Context: an optimization exercise on an open-source flow, tuned for a short achievable clock period and few clock cycles. The choices shown serve that exercise and are no tape-out recipe.
Only simulation tests tie the RTL to the original design; equivalence was not proved.

Design cpu_core, start of the top module:
module cpu_core (
    input  logic              clk,
    input  logic              rst_n,
    input  logic              load_en,
    input  logic [data_w-1:0] load_addr,
    input  logic [data_w-1:0] load_data,
    input  logic [data_w-1:0] in_port,
    output logic              in_rd,
    output logic [data_w-1:0] out_port,
    output logic              out_valid
);
Settings: LEC_CHECK=0, CAP_MARGIN=20, CORE_MARGIN=2, CORE_UTILIZATION=40, MIN_ROUTING_LAYER=met2, SETUP_SLACK_MARGIN=1.0, SLEW_MARGIN=20, TNS_END_PERCENT=5; clock period 6.5 ns.
run.sh (not shown) runs the stock make flow with config.mk's settings and CLKGATE_MAP_FILE= SYNTH_SCRIPT=/design/flow/synth_recipe.tcl, a recipe that flattens the netlist after the stock synthesis.
The starting point failed in global routing (GRT-0116).
Testbench counts at the start, summed over its fixed seeds: cycles 11,708.
Edit:
--- a/flow/design.v
+++ b/flow/design.v
@@ -162,30 +162,31 @@
     assign c0 = w0;
     assign l0 = f_l(c0);
     assign i0 = w1;
     assign c1 = l0 ? w2 : w1;
     assign i1 = l0 ? w3 : w2;
     assign l1 = f_l(c1);
     assign c2 = (!l0 && !l1) ? w2 : w3;
     assign i2 = w3;
     assign l2 = f_l(c2);
     assign fits2 = !(l0 && l1) && ((!l0 && !l1) || !l2);
     always_comb begin
-        if (!l0 && !l1)     ok2 = l2;                               
+        if (!l0 && !l1)     ok2 = l2 || (!f_conf(c0, c2, 1'b0, 2'd0) &&   
+                                         !f_conf(c1, c2, 1'b0, 2'd0));
         else if (!l0 && l1) ok2 = !f_conf(c0, c2, 1'b1, c1[3:2]);   
         else                ok2 = !f_conf(c1, c2, 1'b0, 2'd0);      
     end
     assign inc0 = !redir;
     assign inc1 = inc0 && c0[7:4] != op_jmp && !(f_br(c0) && f_br(c1)) &&
                   !(f_br(c0) && c1[7:4] == op_ldd) && !(c0[7:4] == op_ldd && f_br(c1)) &&
-                  !(c1[7:4] == op_ldd && !fb1) &&
+                  !(c1[7:4] == op_ldd && !fb1 && l0) &&
                   !(!l0 && !l1 && f_conf(c0, c1, 1'b0, 2'd0));
     assign inc2 = inc1 && fits2 && c1[7:4] != op_jmp && ok2 && c2[7:4] != op_in &&
                   !(f_br(c2) && (f_br(c0) || f_br(c1))) &&
                   !(f_br(c2) && (c0[7:4] == op_ldd || c1[7:4] == op_ldd)) &&
                   !(c2[7:4] == op_ldd && (f_br(c0) || f_br(c1))) &&
                   !(c2[7:4] == op_ldd && !fb2);
     logic e0, e1, e2;
     assign e0 = inc0;
     assign e1 = inc1 && !(c0[7:4] == op_jz && z);
     assign e2 = inc2 && !((c0[7:4] == op_jz || c1[7:4] == op_jz) && z);
     logic [7:0] a0v, b0v, a1v, b1v, a2v, b2v;
@@ -196,25 +197,26 @@
     assign a2v = (l1 && c1[3:2] == c2[3:2]) ? w2 :
                  (l0 && c0[3:2] == c2[3:2]) ? w1 : r[c2[3:2]];
     assign b2v = (l1 && c1[3:2] == c2[1:0]) ? w2 :
                  (l0 && c0[3:2] == c2[1:0]) ? w1 : r[c2[1:0]];
     logic fb1_t1, fb2_t1, fb2_t2, fb1, fb2;
     assign fb1_t1 = l0 && c0[3:2] == c1[1:0];
     assign fb2_t2 = l1 && c1[3:2] == c2[1:0];
     assign fb2_t1 = !fb2_t2 && l0 && c0[3:2] == c2[1:0];
     assign fb1    = fb1_t1;              
     assign fb2    = fb2_t1 || fb2_t2;
     logic [1:0] ldrb;
-    logic ldreg;
-    assign ldrb  = c0[1:0];
-    assign ldreg = !redir && c0[7:4] == op_ldd;
+    logic ldreg, ldreg1;
+    assign ldreg1 = !redir && !l0 && c0[7:4] != op_ldd && !f_br(c0) && w1[7:4] == op_ldd;
+    assign ldrb   = ldreg1 ? w1[1:0] : c0[1:0];
+    assign ldreg  = (!redir && c0[7:4] == op_ldd) || ldreg1;
     function automatic logic [7:0] f_alu_res(input logic [7:0] c, input logic [7:0] a,
                                              input logic [7:0] b);
         case (c[5:4])
             2'd2:    f_alu_res = a + b;    
             2'd3:    f_alu_res = a - b;    
             2'd0:    f_alu_res = a & b;    
             default: f_alu_res = a | b;    
         endcase
     endfunction
     logic [7:0] alu0, alu1, alu2;
     assign alu0 = f_alu_res(c0, a0v, b0v);
What happened: The changed run failed in global routing; synthesized cell count barely changes; area after synthesis rises by 0.54%.
Testbench counts after the change, summed over its fixed seeds: cycles 11,265.
